Background: an optimization exercise with open tools, aiming at small area, a short achievable clock period and few clock cycles. Do not read the settings as production practice.
In this exercise RTL edits were held to simulation tests only and were not proved equivalent to the original.
No activity file was given, so power comes from the tool's default toggle rates.

File: design.v
module cobra_stream_core #(
  parameter int XLEN  = 32,
  parameter int NREGS = 32,
  parameter int SW_W  = 16,
  parameter int PC_W  = 10
) (
  input  logic            clk_i,
  input  logic            rst_ni,
  output logic [PC_W-1:0] pc_o,
  input  logic [31:0]     instr_i,
  input  logic [SW_W-1:0] sw_i,
  input  logic            sw_valid_i,
  output logic            sw_ready_o,
  output logic [XLEN-1:0] out_o,
  output logic            out_valid_o,
  input  logic            out_ready_i,
  output logic            halted_o
);
  localparam int RA_W = $clog2(NREGS);
  localparam int SH_W = $clog2(XLEN);
  localparam logic [3:0] OP_LI   = 4'd0;
  localparam logic [3:0] OP_ALU  = 4'd1;
  localparam logic [3:0] OP_IN   = 4'd2;
  localparam logic [3:0] OP_OUT  = 4'd3;
  localparam logic [3:0] OP_BR   = 4'd4;
  localparam logic [3:0] OP_JMP  = 4'd5;
  localparam logic [3:0] OP_HALT = 4'd6;
  typedef enum logic {RUN, HALT} state_t;
  state_t            state_q, state_d;
  logic [PC_W-1:0]   pc_q, pc_d;
  logic [XLEN-1:0]   rf [NREGS];
  logic [XLEN-1:0]   out_data_p1;
  logic              out_vld_p1;
  logic [3:0]        op;
  logic [RA_W-1:0]   wa, ra1, ra2;
  logic [XLEN-1:0]   rd1, rd2;
  logic [XLEN-1:0]   li_val;
  logic [PC_W-1:0]   br_off, jmp_off;
  logic              we, out_load, sw_ready;
  logic [XLEN-1:0]   wdata;
  function automatic logic [XLEN-1:0] alu_f(input logic [3:0] f,
                                            input logic [XLEN-1:0] a,
                                            input logic [XLEN-1:0] b);
    logic signed [XLEN-1:0] sa, sb;
    logic [SH_W-1:0]        sh;
    logic [XLEN-1:0]        r;
    sa = a;
    sb = b;
    sh = b[SH_W-1:0];
    case (f)
      4'd0:    r = a + b;
      4'd1:    r = a - b;
      4'd2:    r = a & b;
      4'd3:    r = a | b;
      4'd4:    r = a ^ b;
      4'd5:    r = a << sh;
      4'd6:    r = a >> sh;
      4'd7:    r = sa >>> sh;
      4'd8:    r = {{(XLEN-1){1'b0}}, sa < sb};
      4'd9:    r = {{(XLEN-1){1'b0}}, a < b};
      4'd10:   r = a * b;
      default: r = '0;
    endcase
    alu_f = r;
  endfunction
  function automatic logic br_taken(input logic [2:0] cond,
                                    input logic [XLEN-1:0] a,
                                    input logic [XLEN-1:0] b);
    logic signed [XLEN-1:0] sa, sb;
    sa = a;
    sb = b;
    case (cond)
      3'd0:    br_taken = a == b;
      3'd1:    br_taken = a != b;
      3'd2:    br_taken = sa < sb;
      3'd3:    br_taken = sa >= sb;
      3'd4:    br_taken = a < b;
      3'd5:    br_taken = a >= b;
      default: br_taken = 1'b0;
    endcase
  endfunction
  assign op      = instr_i[31:28];
  assign wa      = instr_i[23 +: RA_W];
  assign ra1     = instr_i[18 +: RA_W];
  assign ra2     = instr_i[13 +: RA_W];
  assign rd1     = (ra1 == '0) ? '0 : rf[ra1];
  assign rd2     = (ra2 == '0) ? '0 : rf[ra2];
  assign li_val  = XLEN'($signed(instr_i[22:0]));
  assign br_off  = PC_W'($signed(instr_i[9:0]));
  assign jmp_off = PC_W'($signed(instr_i[22:0]));
  always_comb begin
    state_d  = state_q;
    pc_d     = pc_q;
    we       = 1'b0;
    wdata    = '0;
    out_load = 1'b0;
    sw_ready = 1'b0;
    if (state_q == RUN) begin
      case (op)
        OP_LI: begin
          we    = 1'b1;
          wdata = li_val;
          pc_d  = pc_q + PC_W'(1);
        end
        OP_ALU: begin
          we    = 1'b1;
          wdata = alu_f(instr_i[3:0], rd1, rd2);
          pc_d  = pc_q + PC_W'(1);
        end
        OP_IN: begin
          sw_ready = 1'b1;
          if (sw_valid_i) begin
            we    = 1'b1;
            wdata = XLEN'(sw_i);
            pc_d  = pc_q + PC_W'(1);
          end
        end
        OP_OUT: begin
          if (!out_vld_p1 || out_ready_i) begin
            out_load = 1'b1;
            pc_d     = pc_q + PC_W'(1);
          end
        end
        OP_BR:   pc_d = br_taken(instr_i[12:10], rd1, rd2) ? pc_q + br_off : pc_q + PC_W'(1);
        OP_JMP:  pc_d = pc_q + jmp_off;
        OP_HALT: state_d = HALT;
        default: pc_d = pc_q + PC_W'(1);
      endcase
    end
  end
  always_ff @(posedge clk_i or negedge rst_ni) begin
    if (!rst_ni) begin
      state_q <= RUN;
      pc_q    <= '0;
      for (int i = 0; i < NREGS; i++) rf[i] <= '0;
    end else begin
      state_q <= state_d;
      pc_q    <= pc_d;
      if (we && wa != '0) rf[wa] <= wdata;
    end
  end
  always_ff @(posedge clk_i or negedge rst_ni) begin
    if (!rst_ni) begin
      out_data_p1 <= '0;
      out_vld_p1  <= 1'b0;
    end else if (out_load) begin
      out_data_p1 <= rd1;
      out_vld_p1  <= 1'b1;
    end else if (out_vld_p1 && out_ready_i) begin
      out_vld_p1  <= 1'b0;
    end
  end
  assign pc_o        = pc_q;
  assign sw_ready_o  = sw_ready;
  assign out_o       = out_data_p1;
  assign out_valid_o = out_vld_p1;
  assign halted_o    = (state_q == HALT);
endmodule
File: run.sh
#!/bin/bash
# synth_recipe.tcl (not shown) runs the flow's synth.tcl, then flattens the netlist and writes it again
# the make line also repeats each setting of config.mk as NAME=value (left out here)
make -C /OpenROAD-flow-scripts/flow DESIGN_CONFIG=/design/flow/config.mk WORK_HOME=/design/flow/orfs CLKGATE_MAP_FILE= SYNTH_SCRIPT=/design/flow/synth_recipe.tcl finish
File: config.mk
export PLATFORM = sky130hd
export DESIGN_NAME = cobra_stream_core
export DESIGN_NICKNAME = cobra_stream_core
export VERILOG_FILES = /design/flow/design.v
export SDC_FILE = /design/flow/constraint.sdc
export NUM_CORES = 4
export LEC_CHECK = 0
export CAP_MARGIN = 20
export CORE_MARGIN = 2
export CORE_UTILIZATION = 25
export PLACE_DENSITY = 0.35
export SLEW_MARGIN = 20
File: constraint.sdc
create_clock -name core_clock -period 15.0 [get_ports {clk_i}]
set_input_delay 3.0000 -clock core_clock [delete_from_list [all_inputs] [get_ports {clk_i}]]
set_output_delay 3.0000 -clock core_clock [all_outputs]
set_load 0.01 [all_outputs]
==> reports/results.tsv <==
stage	metric	value	unit
setup_path	WS Path Type	input port to flop	
sta	Final period util	92.61	%
synthesis	synth top area cells	dfrtp_1 34%, fa_1 11%, nand2_1 6.8%	
clock_network	clock-pin slew on the worst setup and hold paths	0.05	ns
clock_network	# hold bufs at CTS	0	
synthesis	Avg Cell Area, Syn	8.394	µm²
detailed_routing	DR pass1 iterations	8	
clock_network	CTS tree	done	
finish	area of the multi-input gates	46470	µm²
floorplan	Die X	558.0	µm
place	Placer Congestion	0.9764	
detailed_routing	residual DRC count	0	
min_path	WHS Endpoint	pc_q[9]	
detailed_routing	routed len/inst	38.92	µm
sta	worst hold slack	0.4661	ns
floorplan	num rows	203	
setup_path	r2r setup slk	4.41	ns
setup_path	worst reg2reg startpoint	rf[16][4]	
floorplan	boundary pin count	97	
sta	Fin. Hold Viols	0	
grt	vias in the first global route	77210	
sta	worst slew pin tran	1.235	ns
finish	Register Area	25920	µm²
floorplan	die area	311300	µm²
finish	final-stage net count	9791	
place	dpl cells	13050	
setup_path	R2R depth	33	
floorplan	core box area	305600	µm²
synthesis	Most used DFF post-synth	dfrtp_1	
setup_path	crit-path max cell delay	1.12	ns
sta	max-slew violations	0	
clock_network	post-cts sizing count	0	
setup_path	Worst Setup Start Kind	input port	
clock_network	Clock Sinks	1036	
clock_network	clock insertion delay at the later pin of the skew report	0.87	ns
synthesis	Post-Synth Simple-Gate Area	20.92	%
synthesis	sequential share of the synthesized area	33.79	%
setup_path	CP Capture Type	flop	
setup_path	Worst EP required	15.63	ns
sta	RSZ-0062 raised after global routing	false	
clock_network	CTS Root Cell	clkbuf_16	
grt	Overall Global Routing Usage	32.61	%
synthesis	syn_nets	9833	
power_and_ir_drop	worst vdd ir	0.09460	mV
finish	filler cell count	32720	
sta	accumulated negative setup slack	0	ns
grt	largest net degree at the start of global routing	161	
sta	Slew Limit Headroom	17.31	%
job	MaxCap Viol Count	0	
sta	Setup Skew	0.07495	ns
synthesis	synthesis-stage register bit count	1036	
min_path	Worst Hold Launch	pc_q[9]	
power_and_ir_drop	Lkg Pwr	39.38	nW
floorplan	DIE HEIGHT	558.0	µm
place	DP Wirelength	367000	µm
synthesis	Synth Area in Compound Gates	19.60	%
detailed_routing	DR vias	78520	
synthesis	Synth top area share	33.79	%
setup_path	Crit-path slowest cell	and3b_4	
synthesis	area leader, netlist	dfrtp_1	
synthesis	number of synthesized flops with an enable pin	0	
place	input/output buffers	96	
sta	f_max	71.98	MHz
min_path	Hold Path Stages	1	
synthesis	Synth warnings	2	
finish	Final Non-Filler Cells	13320	
grt	GRT overflow	0	
synthesis	XOR/XNOR Fraction of Synth Area	1.448	%
detailed_routing	vias per cell	5.895	
sta	final setup violating endpoints	0	
detailed_routing	Post-DRT Antenna Nets	0	
setup_path	crit path DAT	14.52	ns
setup_path	RR Endpoint	rf[11][28]	
sta	Tmin final	13.89	ns
finish	post-route cell area	89530	µm²
setup_path	CP dominant cell by count	fa_1	
synthesis	largest family of logic cells by synthesized area	simple AND/OR/NAND/NOR gates	
min_path	worst hold path class	flop to flop	
clock_network	Post-CTS Setup Bufs	0	
grt	initial antenna violation count	57	
detailed_routing	Final Routed Wirelength	518400	µm
synthesis	instance count of the mapped netlist	9140	
clock_network	cts bufs inserted	142	
clock_network	clock tree buffer depth	4	
finish	Syn-to-layout area delta	16.70	%
setup_path	CP max FO	36	
synthesis	Adder-Cell Fraction of Synth Area	14.48	%
detailed_routing	DRT iter0 DRCs	10820	
power_and_ir_drop	Pwr Density	81.46	nW/µm²
clock_network	CTS H-Tree Depth	4	
finish	layout cell share with drive strength beyond 1	12.31	%
place	Placed Area	84870	µm²
outcome	outcome	complete, no violations	
floorplan	Initial Utilization	25.11	%
grt	first-pass GRT wire length	698400	µm
synthesis	Yosys cell types	106	
synthesis	Post-Syn Area	76720	µm²
synthesis	Post-synth ARST share	100.0	%
synthesis	mux cell area share after synthesis	2.722	%
critical path, delay by kind of cell:
kind,cells,cell delay (ns)
AOI/OAI and AO/OA,6,1.91
xor gates and xnor gates,1,0.23
and+or+nand+nor,7,2.65
buffers and inverters,7,2.26
adders and majority gates,9,4.35
synth_stat cells (59+ instances only):
| master | n |
|---|---|
| a22oi_1 | 338 |
| mux2_2 | 131 |
| buf_1 | 69 |
| nand2_1 | 1387 |
| nor3_1 | 122 |
| mux2i_1 | 59 |
| a2111oi_0 | 107 |
| nand3_1 | 577 |
| o21ai_0 | 922 |
| clkbuf_1 | 599 |
| and3_1 | 356 |
| a21oi_1 | 349 |
| xnor2_1 | 92 |
| nand4_1 | 196 |
| nor2_1 | 514 |
| buf_2 | 104 |
| ha_1 | 230 |
| dfrtp_1 | 1036 |
| fa_1 | 411 |
| a221oi_1 | 63 |
| nor4_1 | 70 |
| inv_1 | 570 |
power by group:
group	switching, W	leakage, nW	internal, W
logic	0.000712	22.7	0.000254
clock network	0.00150	2.25	0.00199
registers	0.0000287	14.4	0.00282
total	0.00224	39.4	0.00506
placed cells by master, fill, tap and decap left out, drive strengths merged, types with 55 or more instances in the layout:
cell	synthesis	routed
nor2	520	520
nand2	1388	1388
a22oi	342	342
a21oi	353	353
mux2	131	131
clkbuf	599	200
and3	357	357
nand4	197	197
nor4	72	72
a2111oi	112	112
buf	193	522
nor3	122	122
o21ai	1001	1001
a221oi	63	63
ha	230	230
inv	577	585
a211oi	55	55
nand3	577	577
mux2i	59	59
fa	411	411
clkdlybuf4s50	0	84
xnor2	92	92
dfrtp	1036	1036
layer usage:
metal  track usage, %  share of wire (%)  up-vias
met1            41.85                 41    40350
li1                 -                  -    32110
met3            6.060                7.9     1294
met4            19.29                6.9       24
met2            50.97                 44     4740
met5           0.1235              0.041        -
how the worst max path moves through the flow:
stage / startpoint / end / slack (ns)
6_report: instr_i[19] / rf[11][28] / 1.11
5_1_grt: instr_i[19] / rf[19][28] / 0.98
4_1_cts: instr_i[19] / rf[19][28] / 1.42
3_5_place_dp: instr_i[19] / rf[11][28] / 0.60
3_3_place_gp: instr_i[21] / rf[3][27] / 0.52
2_1_floorplan: instr_i[17] / rf[13][27] / 2.00
state kept, by name, summed over array words and instances, names as in the netlist:
name / flops
rf: 992
out_data_p1: 32
pc_q: 10
out_vld_p1: 1
state_q: 1
cell type report:
class | instances | area share (%)
Clock inverter | 39 | 0.4835
Sequential cell | 1036 | 28.96
Antenna cell | 27 | 0.07546
Clock buffer | 200 | 4.585
Tap cell | 4100 | 5.730
Timing Repair Buffer | 606 | 5.829
Inverter | 583 | 2.446
Multi-Input combinational cell | 6729 | 51.90
cells by family (layout without fill, tap and decap cells):
| family | after synthesis | in the layout |
|---|---|---|
| simple gates | 3423 | 3423 |
| compound gates | 2355 | 2355 |
| flops | 1036 | 1036 |
| fa+ha+maj | 641 | 641 |
| other cells | 0 | 27 |
| xor+xnor | 119 | 119 |
| buf+inv | 1375 | 1428 |
| mux | 191 | 191 |
stage by stage:
| stage | setup slack (ns) | power (W) | util, % |
|---|---|---|---|
| detailed placement | 0.6017 | 0.003833 | 27.78 |
| finish | 1.108 | 0.007294 | 29.30 |
| floorplan | 2.004 | 0.003297 | - |
| global placement | 0.5160 | 0.003832 | 27.75 |
| CTS | 1.419 | 0.007317 | 29.26 |
| global route | 0.9839 | 0.007469 | 29.28 |
Testbench counts, summed over its fixed seeds: cycles 268,539.

what the ideal ports hide:
The results above use ideal ports. As a check the final layout listed here was re-extracted and re-timed, cells and wires unchanged.
Step 1 assumes that a clkbuf_16 drives the clock port and a buf_2 every other input.
Step 2, shift: input delay + t, output delay - t, t = (earliest + latest rising clock arrival at the registers) / 2. This alone moves slack from input paths to output paths.
Three values: ideal, step 1, step 2; two values: the first two.
shift t [ns]: 0.945
setup slack, ns: 1.108 / 1.105 / 0.161
hold slack, ns: 0.466 / 0.466 / 0.466
worst setup path at the end: input to register
worst data-port slew with drivers (ns): 0.10
After both steps setup and hold are still met in this run. The setup slack of this run moves by -0.003 ns with the drivers and by -0.947 ns with both steps.
